Source: an optimization exercise on an open RTL-to-GDS flow (aim: a short achievable clock period and few clock cycles). Production flows keep margins and buffers that such runs may drop.
Only simulation tests tie the RTL to the original design; equivalence was not proved.
Power and IR drop assume default switching activity.

==> job 8061 <==
// cpu_core
module cpu_core (
  input  logic        clk,
  input  logic        arst_n_i,
  input  logic        bus_stall_i,
  output logic        inst_sram_en_o,
  output logic [31:0] inst_sram_addr_o,
  input  logic [31:0] inst_sram_rdata_i,
  output logic        data_sram_en_o,
  output logic [3:0]  data_sram_wen_o,
  output logic [31:0] data_sram_addr_o,
  output logic [31:0] data_sram_wdata_o,
  input  logic [31:0] data_sram_rdata_i,
  output logic [31:0] debug_wb_pc_o,
  output logic [3:0]  debug_wb_rf_wen_o,
  output logic [4:0]  debug_wb_rf_wnum_o,
  output logic [31:0] debug_wb_rf_wdata_o
);
export LEC_CHECK = 0
export CAP_MARGIN = 20
export CORE_MARGIN = 2
export CORE_UTILIZATION = 30
export SLEW_MARGIN = 20
create_clock -name core_clock -period 9.5 [get_ports {clk}]
standard.sh (not shown) runs the stock make flow with config.mk's settings and CLKGATE_MAP_FILE= SYNTH_SCRIPT=/design/flow/synth_recipe.tcl, a recipe that flattens the netlist after the stock synthesis.
==> flow/flow/run.sh <==
#!/bin/bash
# The standard layout (standard.sh, with its synthesis unchanged) with
# two settings changed for how the layout is made; the SDC is not touched:
# - timing repair aims at a shorter clock than the SDC's (setup margin),
# - the ports get buf_8 buffers instead of the default small buffer.
# Each ORFS step writes its own log under orfs/logs; make's output goes to
# standard.log.
set -euo pipefail
bash standard.sh SETUP_SLACK_MARGIN=6.5 \
  "BUFFER_PORTS_ARGS=-buffer_cell sky130_fd_sc_hd__buf_8" \
  finish > standard.log 2>&1
==> inputs of job 1077, as changes to job 8061 <==
--- a/flow/design.v
+++ b/flow/design.v
@@ -35,16 +35,60 @@
     ALU_ADD, ALU_SUB, ALU_AND, ALU_OR, ALU_XOR,
     ALU_SLT, ALU_SLTU, ALU_SLL, ALU_LUI, ALU_LINK
   } alu_op_e;
   typedef enum logic [2:0] {
     MEM_NONE, MEM_LW, MEM_LB, MEM_LBU, MEM_SW, MEM_SB
   } mem_op_e;
 endpackage
 `timescale 1ns/1ps
+module fetch_pred (
+  input  logic        arst_n_i,
+  input  logic        run,
+  input  logic [31:0] i_ir,       
+  input  logic        i_v,        
+  input  logic        i_lpx,      
+  input  logic [9:0]  f_pc_h,     
+  input  logic        h_v,        
+  input  logic        h_tk,
+  input  logic [9:0]  h_tgt,
+  input  logic        accept,     
+  output logic        i_tk,       
+  output logic [9:0]  i_tgt,      
+  output logic [9:0]  f_pc_n,     
+  output logic [9:0]  f_pc_o      
+);
+  logic       i_same, i_hi0, i_jmp, i_isbr;
+  logic [9:0] i_sum, pc_inc;
+  logic       fs_hold, fs_inc, fs_htgt, fs_ijmp, fs_ibr, fs_new, src_tk, go_a;
+  assign i_same = (i_ir[25:21] == i_ir[20:16]);
+  assign i_hi0  = !i_ir[31] && !i_ir[30] && !i_ir[29];
+  assign i_jmp  = i_hi0 && !i_ir[28] && i_ir[27];
+  assign i_isbr = i_hi0 && i_ir[28] && !i_ir[27];
+  assign i_tk   = i_jmp || (i_isbr && !i_lpx &&
+                            ((!i_ir[26] && (i_same || i_ir[15])) || (i_ir[26] && !i_same)));
+  assign i_sum  = f_pc_h + i_ir[9:0];
+  assign i_tgt  = i_jmp ? i_ir[9:0] : i_sum;
+  assign pc_inc = f_pc_h + 10'd1;
+  assign src_tk  = h_v ? h_tk : (i_v && i_tk);
+  assign fs_new  = accept;
+  assign fs_hold = !accept;
+  assign fs_inc  = fs_new && !src_tk;
+  assign fs_htgt = fs_new && h_v && h_tk;
+  assign fs_ijmp = fs_new && !h_v && i_v && i_tk && i_jmp;
+  assign fs_ibr  = fs_new && !h_v && i_v && i_tk && !i_jmp;
+  assign f_pc_n = ({10{fs_hold}} & f_pc_h) | ({10{fs_inc}} & pc_inc) |
+                  ({10{fs_htgt}} & h_tgt) | ({10{fs_ijmp}} & i_ir[9:0]) | ({10{fs_ibr}} & i_sum);
+  assign go_a   = arst_n_i && run;
+  assign f_pc_o = ({10{go_a && fs_hold}} & f_pc_h) |
+                  ({10{go_a && fs_inc}} & pc_inc) | ({10{go_a && fs_htgt}} & h_tgt) |
+                  ({10{go_a && fs_ijmp}} & i_ir[9:0]) | ({10{go_a && fs_ibr}} & i_sum) |
+                  ({10{arst_n_i && !run}} & f_pc_h);
+endmodule
+`timescale 1ns/1ps
 module cpu_core (
   input  logic        clk,
   input  logic        arst_n_i,
   input  logic        bus_stall_i,
   output logic        inst_sram_en_o,
   output logic [31:0] inst_sram_addr_o,
   input  logic [31:0] inst_sram_rdata_i,
   output logic        data_sram_en_o,
@@ -65,60 +109,44 @@
   logic        i_v;            
   logic [9:0]  i_pc;
   logic        h_v;            
   logic [31:0] h_ir;
   logic [9:0]  h_pc;
   logic        h_tk;
   logic [9:0]  h_tgt;
   logic [31:0] i_ir;
-  logic [5:0]  i_op;
-  logic        i_same, i_jmp, i_tk;
+  logic        i_tk, i_lpx;
   logic [9:0]  i_tgt;
-  logic [9:0]  i_sum;
-  assign i_ir   = inst_sram_rdata_i;
-  assign i_op   = i_ir[31:26];
-  assign i_same = (i_ir[25:21] == i_ir[20:16]);
-  logic i_hi0, i_isbr;
-  assign i_hi0  = !i_ir[31] && !i_ir[30] && !i_ir[29];
-  assign i_jmp  = i_hi0 && !i_ir[28] && i_ir[27];
-  assign i_isbr = i_hi0 && i_ir[28] && !i_ir[27];
-  logic i_lpx;
-  assign i_tk   = i_jmp || (i_isbr && !i_lpx &&
-                            ((!i_ir[26] && (i_same || i_ir[15])) || (i_ir[26] && !i_same)));
-  assign i_sum  = f_pc_h + i_ir[9:0];
-  assign i_tgt  = i_jmp ? i_ir[9:0] : i_sum;
+  logic [9:0]  f_pc_o, f_pc_p, f_pc_q;
+  assign i_ir = inst_sram_rdata_i;
   logic        src_v, src_tk;
   logic [31:0] src_ir;
   logic [9:0]  src_pc, src_tgt;
   assign src_v   = h_v | i_v;
   assign src_ir  = h_v ? h_ir : i_ir;
   assign src_pc  = h_v ? h_pc : i_pc;
   assign src_tk  = h_v ? h_tk : (i_v & i_tk);
   assign src_tgt = h_v ? h_tgt : i_tgt;
   logic       hazard;      
   logic       r_take;      
   logic       d_take;      
   logic       go;          
   logic       redirect;    
   logic [9:0] redir_pc;
   logic       accept;
   assign accept = r_take | !src_v;
-  logic [9:0] pc_inc;
-  logic       fs_red, fs_hold, fs_inc, fs_htgt, fs_ijmp, fs_ibr, fs_new;
-  assign pc_inc  = f_pc_h + 10'd1;
-  assign fs_new  = !redirect && accept;
-  assign fs_red  = redirect;
-  assign fs_hold = !redirect && !accept;
-  assign fs_inc  = fs_new && !src_tk;
-  assign fs_htgt = fs_new && h_v && h_tk;
-  assign fs_ijmp = fs_new && !h_v && i_v && i_tk && i_jmp;
-  assign fs_ibr  = fs_new && !h_v && i_v && i_tk && !i_jmp;
-  assign f_pc_n = ({10{fs_red}} & redir_pc) | ({10{fs_hold}} & f_pc_h) | ({10{fs_inc}} & pc_inc) |
-                  ({10{fs_htgt}} & h_tgt) | ({10{fs_ijmp}} & i_ir[9:0]) | ({10{fs_ibr}} & i_sum);
+  fetch_pred u_fetch_pred (
+    .arst_n_i(arst_n_i), .run(run), .i_ir(i_ir), .i_v(i_v), .i_lpx(i_lpx),
+    .f_pc_h(f_pc_h), .h_v(h_v), .h_tk(h_tk), .h_tgt(h_tgt),
+    .accept(accept),
+    .i_tk(i_tk), .i_tgt(i_tgt), .f_pc_n(f_pc_p), .f_pc_o(f_pc_q)
+  );
+  assign f_pc_n = redirect ? redir_pc : f_pc_p;
+  assign f_pc_o = (arst_n_i && run && redirect) ? redir_pc : f_pc_q;
   always_ff @(posedge clk or negedge arst_n_i) begin
     if (!arst_n_i) begin
       f_pc_h <= '0;
       i_v    <= 1'b0;
       h_v    <= 1'b0;
     end else begin
       if (run) begin
         f_pc_h <= f_pc_n;
@@ -159,23 +187,18 @@
       if (!h_v) begin
         h_ir  <= i_ir;
         h_pc  <= i_pc;
         h_tk  <= i_tk;
         h_tgt <= i_tgt;
       end
     end
   end
-  logic go_a;
-  assign go_a = arst_n_i && run;
   always_ff @(posedge clk) begin
-    f_pc <= ({10{go_a && fs_red}} & redir_pc) | ({10{go_a && fs_hold}} & f_pc_h) |
-            ({10{go_a && fs_inc}} & pc_inc) | ({10{go_a && fs_htgt}} & h_tgt) |
-            ({10{go_a && fs_ijmp}} & i_ir[9:0]) | ({10{go_a && fs_ibr}} & i_sum) |
-            ({10{arst_n_i && !run}} & f_pc_h);
+    f_pc <= f_pc_o;
   end
   assign inst_sram_en_o   = 1'b1;
   assign inst_sram_addr_o = {PAGE, f_pc, 2'b00};
   logic        r_v, r_pred;
   logic [31:0] r_ir;
   logic [9:0]  r_pc;
   logic [4:0]  r_rs, r_rt;
   logic [5:0]  s_op, s_fn;
@@ -434,17 +457,18 @@
       q_wen_h   <= rq_wen;
       q_wdata_h <= rq_wdata;
     end
   end
   logic        e_v, e_br, e_bne, e_pred, e_back;
   logic        e_lw, e_sx;
   logic [3:0]  e_lsel;
   logic        e_s_add, e_s_sub, e_as, e_s_and, e_s_or, e_s_xor, e_s_slt, e_s_sltu, e_s_sll;
-  logic [4:0]  e_sa;
+  logic [3:0]  e_sh8;    
+  logic [7:0]  e_sh1;    
   logic [9:0]  e_pc, e_tgt, e_fall;
   always_ff @(posedge clk or negedge arst_n_i) begin
     if (!arst_n_i) begin
       e_v    <= 1'b0;
       e_wreg <= 1'b0;
       e_load <= 1'b0;
       e_br   <= 1'b0;
     end else if (run) begin
@@ -466,32 +490,43 @@
       e_s_add  <= d_add;
       e_s_sub  <= f_subu;
       e_s_and  <= f_and | o_andi;
       e_s_or   <= f_or | o_ori;
       e_s_xor  <= f_xor;
       e_s_slt  <= f_slt;
       e_s_sltu <= f_sltu;
       e_s_sll  <= f_sll;
-      e_sa     <= d_ir[10:6];
+      e_sh8    <= 4'b0001 << d_ir[10:9];
+      e_sh1    <= 8'b00000001 << d_ir[8:6];
       e_pc     <= d_pc;
       e_tgt    <= d_tgt;
       e_fall   <= d_fall;
     end
   end
   logic [32:0] e_s33;
   logic [31:0] e_sum, e_sll_v, e_oth;
   logic        e_cout, e_lt, e_ltu, e_eq, e_taken;
   assign e_s33   = {1'b0, e_a} + {1'b0, e_y};
   assign e_sum   = e_s33[31:0];
   assign e_cout  = e_s33[32];
   assign e_as    = e_s_add || e_s_sub;
   assign e_lt    = (e_a[31] == e_b[31]) ? !e_a[31] : e_cout;
   assign e_ltu   = e_cout;
-  assign e_sll_v = e_b << e_sa;
+  logic [31:0] e_sll8;
+  always_comb begin
+    e_sll8 = '0;
+    for (int j = 0; j < 4; j++) begin
+      e_sll8 = e_sll8 | ({32{e_sh8[j]}} & (e_b << (8 * j)));
+    end
+    e_sll_v = '0;
+    for (int k = 0; k < 8; k++) begin
+      e_sll_v = e_sll_v | ({32{e_sh1[k]}} & (e_sll8 << k));
+    end
+  end
   assign e_oth = ({32{e_s_and}}  & (e_a & e_y)) |
                  ({32{e_s_or}}   & (e_a | e_y)) |
                  ({32{e_s_xor}}  & (e_a ^ e_y)) |
                  ({32{e_s_slt}}  & {31'd0, e_lt}) |
                  ({32{e_s_sltu}} & {31'd0, e_ltu}) |
                  ({32{e_s_sll}}  & e_sll_v);
   assign e_res = ({32{e_s_add}} & e_sum) | ({32{e_s_sub}} & ~e_sum) | e_oth;
   assign e_eq     = (e_a == e_b);
==> flow/flow/run.sh (replaced) <==
#!/bin/bash
# The standard layout (standard.sh, with its synthesis unchanged; the
# hierarchical synthesis is set in config.mk) with two settings changed for
# how the layout is made; the SDC is not touched:
# - timing repair aims at a shorter clock than the SDC's (setup margin),
# - the ports get buf_8 buffers instead of the default small buffer.
# Each ORFS step writes its own log under orfs/logs; make's output goes to
# standard.log.
set -euo pipefail
bash standard.sh SETUP_SLACK_MARGIN=6.5 \
  "BUFFER_PORTS_ARGS=-buffer_cell sky130_fd_sc_hd__buf_8" \
  finish > standard.log 2>&1
Settings changed: SYNTH_HIERARCHICAL set to 1, SYNTH_MINIMUM_KEEP_SIZE set to 0.
==> inputs of job 5074, as changes to job 8061 <==
--- a/flow/design.v
+++ b/flow/design.v
@@ -35,16 +35,60 @@
     ALU_ADD, ALU_SUB, ALU_AND, ALU_OR, ALU_XOR,
     ALU_SLT, ALU_SLTU, ALU_SLL, ALU_LUI, ALU_LINK
   } alu_op_e;
   typedef enum logic [2:0] {
     MEM_NONE, MEM_LW, MEM_LB, MEM_LBU, MEM_SW, MEM_SB
   } mem_op_e;
 endpackage
 `timescale 1ns/1ps
+module fetch_pred (
+  input  logic        arst_n_i,
+  input  logic        run,
+  input  logic [31:0] i_ir,       
+  input  logic        i_v,        
+  input  logic        i_lpx,      
+  input  logic [9:0]  f_pc_h,     
+  input  logic        h_v,        
+  input  logic        h_tk,
+  input  logic [9:0]  h_tgt,
+  input  logic        accept,     
+  output logic        i_tk,       
+  output logic [9:0]  i_tgt,      
+  output logic [9:0]  f_pc_n,     
+  output logic [9:0]  f_pc_o      
+);
+  logic       i_same, i_hi0, i_jmp, i_isbr;
+  logic [9:0] i_sum, pc_inc;
+  logic       fs_hold, fs_inc, fs_htgt, fs_ijmp, fs_ibr, fs_new, src_tk, go_a;
+  assign i_same = (i_ir[25:21] == i_ir[20:16]);
+  assign i_hi0  = !i_ir[31] && !i_ir[30] && !i_ir[29];
+  assign i_jmp  = i_hi0 && !i_ir[28] && i_ir[27];
+  assign i_isbr = i_hi0 && i_ir[28] && !i_ir[27];
+  assign i_tk   = i_jmp || (i_isbr && !i_lpx &&
+                            ((!i_ir[26] && (i_same || i_ir[15])) || (i_ir[26] && !i_same)));
+  assign i_sum  = f_pc_h + i_ir[9:0];
+  assign i_tgt  = i_jmp ? i_ir[9:0] : i_sum;
+  assign pc_inc = f_pc_h + 10'd1;
+  assign src_tk  = h_v ? h_tk : (i_v && i_tk);
+  assign fs_new  = accept;
+  assign fs_hold = !accept;
+  assign fs_inc  = fs_new && !src_tk;
+  assign fs_htgt = fs_new && h_v && h_tk;
+  assign fs_ijmp = fs_new && !h_v && i_v && i_tk && i_jmp;
+  assign fs_ibr  = fs_new && !h_v && i_v && i_tk && !i_jmp;
+  assign f_pc_n = ({10{fs_hold}} & f_pc_h) | ({10{fs_inc}} & pc_inc) |
+                  ({10{fs_htgt}} & h_tgt) | ({10{fs_ijmp}} & i_ir[9:0]) | ({10{fs_ibr}} & i_sum);
+  assign go_a   = arst_n_i && run;
+  assign f_pc_o = ({10{go_a && fs_hold}} & f_pc_h) |
+                  ({10{go_a && fs_inc}} & pc_inc) | ({10{go_a && fs_htgt}} & h_tgt) |
+                  ({10{go_a && fs_ijmp}} & i_ir[9:0]) | ({10{go_a && fs_ibr}} & i_sum) |
+                  ({10{arst_n_i && !run}} & f_pc_h);
+endmodule
+`timescale 1ns/1ps
 module cpu_core (
   input  logic        clk,
   input  logic        arst_n_i,
   input  logic        bus_stall_i,
   output logic        inst_sram_en_o,
   output logic [31:0] inst_sram_addr_o,
   input  logic [31:0] inst_sram_rdata_i,
   output logic        data_sram_en_o,
@@ -65,60 +109,44 @@
   logic        i_v;            
   logic [9:0]  i_pc;
   logic        h_v;            
   logic [31:0] h_ir;
   logic [9:0]  h_pc;
   logic        h_tk;
   logic [9:0]  h_tgt;
   logic [31:0] i_ir;
-  logic [5:0]  i_op;
-  logic        i_same, i_jmp, i_tk;
+  logic        i_tk, i_lpx;
   logic [9:0]  i_tgt;
-  logic [9:0]  i_sum;
-  assign i_ir   = inst_sram_rdata_i;
-  assign i_op   = i_ir[31:26];
-  assign i_same = (i_ir[25:21] == i_ir[20:16]);
-  logic i_hi0, i_isbr;
-  assign i_hi0  = !i_ir[31] && !i_ir[30] && !i_ir[29];
-  assign i_jmp  = i_hi0 && !i_ir[28] && i_ir[27];
-  assign i_isbr = i_hi0 && i_ir[28] && !i_ir[27];
-  logic i_lpx;
-  assign i_tk   = i_jmp || (i_isbr && !i_lpx &&
-                            ((!i_ir[26] && (i_same || i_ir[15])) || (i_ir[26] && !i_same)));
-  assign i_sum  = f_pc_h + i_ir[9:0];
-  assign i_tgt  = i_jmp ? i_ir[9:0] : i_sum;
+  logic [9:0]  f_pc_o, f_pc_p, f_pc_q;
+  assign i_ir = inst_sram_rdata_i;
   logic        src_v, src_tk;
   logic [31:0] src_ir;
   logic [9:0]  src_pc, src_tgt;
   assign src_v   = h_v | i_v;
   assign src_ir  = h_v ? h_ir : i_ir;
   assign src_pc  = h_v ? h_pc : i_pc;
   assign src_tk  = h_v ? h_tk : (i_v & i_tk);
   assign src_tgt = h_v ? h_tgt : i_tgt;
   logic       hazard;      
   logic       r_take;      
   logic       d_take;      
   logic       go;          
   logic       redirect;    
   logic [9:0] redir_pc;
   logic       accept;
   assign accept = r_take | !src_v;
-  logic [9:0] pc_inc;
-  logic       fs_red, fs_hold, fs_inc, fs_htgt, fs_ijmp, fs_ibr, fs_new;
-  assign pc_inc  = f_pc_h + 10'd1;
-  assign fs_new  = !redirect && accept;
-  assign fs_red  = redirect;
-  assign fs_hold = !redirect && !accept;
-  assign fs_inc  = fs_new && !src_tk;
-  assign fs_htgt = fs_new && h_v && h_tk;
-  assign fs_ijmp = fs_new && !h_v && i_v && i_tk && i_jmp;
-  assign fs_ibr  = fs_new && !h_v && i_v && i_tk && !i_jmp;
-  assign f_pc_n = ({10{fs_red}} & redir_pc) | ({10{fs_hold}} & f_pc_h) | ({10{fs_inc}} & pc_inc) |
-                  ({10{fs_htgt}} & h_tgt) | ({10{fs_ijmp}} & i_ir[9:0]) | ({10{fs_ibr}} & i_sum);
+  fetch_pred u_fetch_pred (
+    .arst_n_i(arst_n_i), .run(run), .i_ir(i_ir), .i_v(i_v), .i_lpx(i_lpx),
+    .f_pc_h(f_pc_h), .h_v(h_v), .h_tk(h_tk), .h_tgt(h_tgt),
+    .accept(accept),
+    .i_tk(i_tk), .i_tgt(i_tgt), .f_pc_n(f_pc_p), .f_pc_o(f_pc_q)
+  );
+  assign f_pc_n = redirect ? redir_pc : f_pc_p;
+  assign f_pc_o = (arst_n_i && run && redirect) ? redir_pc : f_pc_q;
   always_ff @(posedge clk or negedge arst_n_i) begin
     if (!arst_n_i) begin
       f_pc_h <= '0;
       i_v    <= 1'b0;
       h_v    <= 1'b0;
     end else begin
       if (run) begin
         f_pc_h <= f_pc_n;
@@ -159,23 +187,18 @@
       if (!h_v) begin
         h_ir  <= i_ir;
         h_pc  <= i_pc;
         h_tk  <= i_tk;
         h_tgt <= i_tgt;
       end
     end
   end
-  logic go_a;
-  assign go_a = arst_n_i && run;
   always_ff @(posedge clk) begin
-    f_pc <= ({10{go_a && fs_red}} & redir_pc) | ({10{go_a && fs_hold}} & f_pc_h) |
-            ({10{go_a && fs_inc}} & pc_inc) | ({10{go_a && fs_htgt}} & h_tgt) |
-            ({10{go_a && fs_ijmp}} & i_ir[9:0]) | ({10{go_a && fs_ibr}} & i_sum) |
-            ({10{arst_n_i && !run}} & f_pc_h);
+    f_pc <= f_pc_o;
   end
   assign inst_sram_en_o   = 1'b1;
   assign inst_sram_addr_o = {PAGE, f_pc, 2'b00};
   logic        r_v, r_pred;
   logic [31:0] r_ir;
   logic [9:0]  r_pc;
   logic [4:0]  r_rs, r_rt;
   logic [5:0]  s_op, s_fn;
@@ -196,23 +219,27 @@
                      (s_op == 6'h04) || (s_op == 6'h05);
   assign s_uses_rt = s_rok || s_store || (s_op == 6'h04) || (s_op == 6'h05);
   assign s_writes  = s_rok || (s_op == 6'h09) || (s_op == 6'h0c) || (s_op == 6'h0d) ||
                      (s_op == 6'h0f) || s_load || s_jal;
   assign s_dest    = s_rok ? r_ir[15:11] : (s_jal ? 5'd31 : r_ir[20:16]);
   assign s_wreg    = s_writes && (s_dest != 5'd0);
   always_comb begin
     for (int k = 0; k < 32; k++) begin
-      s_rs_oh[k] = (r_ir[25:21] == k[4:0]);
-      s_rt_oh[k] = (r_ir[20:16] == k[4:0]);
+      s_rs_oh[k] = (r_rs == k[4:0]);
+      s_rt_oh[k] = (r_rt == k[4:0]);
     end
   end
   assign r_take = !r_v || d_take;
-  assign r_rs   = r_ir[25:21];
-  assign r_rt   = r_ir[20:16];
+  logic r_ld;
+  assign r_ld = run && r_take;
+  always_ff @(posedge clk) begin
+    r_rs <= ({5{r_ld}} & src_ir[25:21]) | ({5{!r_ld}} & r_ir[25:21]);
+    r_rt <= ({5{r_ld}} & src_ir[20:16]) | ({5{!r_ld}} & r_ir[20:16]);
+  end
   always_ff @(posedge clk or negedge arst_n_i) begin
     if (!arst_n_i) begin
       r_v <= 1'b0;
     end else if (run) begin
       if (redirect) begin
         r_v <= 1'b0;
       end else if (r_take) begin
         r_v <= src_v;
@@ -424,27 +451,34 @@
   end
   always_ff @(posedge clk) begin
     data_sram_en_o <= (run & rq_en) | (!run & q_en_h);
   end
   always_ff @(posedge clk) begin
     data_sram_addr_o  <= ({32{run}} & ag_sum) | ({32{!run}} & q_addr_h);
     data_sram_wen_o   <= ({4{run}} & rq_wen) | ({4{!run}} & q_wen_h);
     data_sram_wdata_o <= ({32{run}} & rq_wdata) | ({32{!run}} & q_wdata_h);
+    q_wdata_h         <= ({32{run}} & rq_wdata) | ({32{!run}} & data_sram_wdata_o);
     if (run) begin
       q_addr_h  <= ag_sum;
       q_wen_h   <= rq_wen;
-      q_wdata_h <= rq_wdata;
     end
   end
   logic        e_v, e_br, e_bne, e_pred, e_back;
   logic        e_lw, e_sx;
   logic [3:0]  e_lsel;
   logic        e_s_add, e_s_sub, e_as, e_s_and, e_s_or, e_s_xor, e_s_slt, e_s_sltu, e_s_sll;
-  logic [4:0]  e_sa;
+  logic [3:0]  e_sh8, e_sh8_h, e_sh8_n;    
+  logic [7:0]  e_sh1, e_sh1_h, e_sh1_n;    
+  assign e_sh8_n = 4'b0001 << d_ir[10:9];
+  assign e_sh1_n = 8'b00000001 << d_ir[8:6];
+  always_ff @(posedge clk) begin
+    e_sh8 <= ({4{run}} & e_sh8_n) | ({4{!run}} & e_sh8_h);
+    e_sh1 <= ({8{run}} & e_sh1_n) | ({8{!run}} & e_sh1_h);
+  end
   logic [9:0]  e_pc, e_tgt, e_fall;
   always_ff @(posedge clk or negedge arst_n_i) begin
     if (!arst_n_i) begin
       e_v    <= 1'b0;
       e_wreg <= 1'b0;
       e_load <= 1'b0;
       e_br   <= 1'b0;
     end else if (run) begin
@@ -466,32 +500,43 @@
       e_s_add  <= d_add;
       e_s_sub  <= f_subu;
       e_s_and  <= f_and | o_andi;
       e_s_or   <= f_or | o_ori;
       e_s_xor  <= f_xor;
       e_s_slt  <= f_slt;
       e_s_sltu <= f_sltu;
       e_s_sll  <= f_sll;
-      e_sa     <= d_ir[10:6];
+      e_sh8_h  <= e_sh8_n;
+      e_sh1_h  <= e_sh1_n;
       e_pc     <= d_pc;
       e_tgt    <= d_tgt;
       e_fall   <= d_fall;
     end
   end
   logic [32:0] e_s33;
   logic [31:0] e_sum, e_sll_v, e_oth;
   logic        e_cout, e_lt, e_ltu, e_eq, e_taken;
   assign e_s33   = {1'b0, e_a} + {1'b0, e_y};
   assign e_sum   = e_s33[31:0];
   assign e_cout  = e_s33[32];
   assign e_as    = e_s_add || e_s_sub;
   assign e_lt    = (e_a[31] == e_b[31]) ? !e_a[31] : e_cout;
   assign e_ltu   = e_cout;
-  assign e_sll_v = e_b << e_sa;
+  logic [31:0] e_sll8;
+  always_comb begin
+    e_sll8 = '0;
+    for (int j = 0; j < 4; j++) begin
+      e_sll8 = e_sll8 | ({32{e_sh8[j]}} & (e_b << (8 * j)));
+    end
+    e_sll_v = '0;
+    for (int k = 0; k < 8; k++) begin
+      e_sll_v = e_sll_v | ({32{e_sh1[k]}} & (e_sll8 << k));
+    end
+  end
   assign e_oth = ({32{e_s_and}}  & (e_a & e_y)) |
                  ({32{e_s_or}}   & (e_a | e_y)) |
                  ({32{e_s_xor}}  & (e_a ^ e_y)) |
                  ({32{e_s_slt}}  & {31'd0, e_lt}) |
                  ({32{e_s_sltu}} & {31'd0, e_ltu}) |
                  ({32{e_s_sll}}  & e_sll_v);
   assign e_res = ({32{e_s_add}} & e_sum) | ({32{e_s_sub}} & ~e_sum) | e_oth;
   assign e_eq     = (e_a == e_b);
==> flow/flow/run.sh (replaced) <==
#!/bin/bash
# The standard layout (standard.sh, with its synthesis unchanged; the
# hierarchical synthesis is set in config.mk) with two settings changed for
# how the layout is made; the SDC is not touched:
# - timing repair aims at a shorter clock than the SDC's (setup margin),
# - the ports get buf_8 buffers instead of the default small buffer.
# Each ORFS step writes its own log under orfs/logs; make's output goes to
# standard.log.
set -euo pipefail
bash standard.sh SETUP_SLACK_MARGIN=6.5 \
  "BUFFER_PORTS_ARGS=-buffer_cell sky130_fd_sc_hd__buf_8" \
  finish > standard.log 2>&1
Settings changed: SLEW_MARGIN 20 to 35, SYNTH_HIERARCHICAL set to 1, SYNTH_MINIMUM_KEEP_SIZE set to 0.
==> notes <==
Critical path depth: job 8061 is lower than job 5074 (1). Job 8061 finished with timing, DRC and antenna clean. Job 1077 finished with slew limit left. Job 5074 completed with no timing, DRC or antenna violations. Sequential power is about the same in job 1077 and job 5074. In job 1077 the count of clock-buffer cells in the layout is lower than in job 5074, by 6. Final area: job 8061 > job 1077 > job 5074.
Testbench counts of job 8061, summed over its fixed seeds: cycles 113,183.
Testbench counts of job 1077, summed over its fixed seeds: cycles 113,183.
Testbench counts of job 5074, summed over its fixed seeds: cycles 113,183.

-- port drivers added, routing unchanged --
How much do the figures lean on ideal ports? The routed layouts below were timed once more, with nothing changed but the port constraints. Step 1, drivers: a clkbuf_16 drives clk and a buf_2 each remaining input, both assumed. Step 2 also shifts input and output timing later by t, the mid clock arrival at the registers, as if the neighbouring blocks saw the same clock. Slacks: no drivers / after step 1 / after step 2; pairs: no drivers / after step 1.
run | shift t [ns] | setup WS [ns] | worst hold slack (ns)
job 8061 | 0.987 | 5.827 / 5.891 / 4.904 | 0.405 / 0.405 / 0.405
job 1077 | 0.982 | 6.035 / 6.015 / 5.242 | 0.391 / 0.391 / 0.391
job 5074 | 0.979 | 6.071 / 6.016 / 5.167 | 0.374 / 0.374 / 0.374
For job 8061, which loses most, drivers alone change the setup slack by +0.064 ns; drivers and shift together by -0.923 ns.
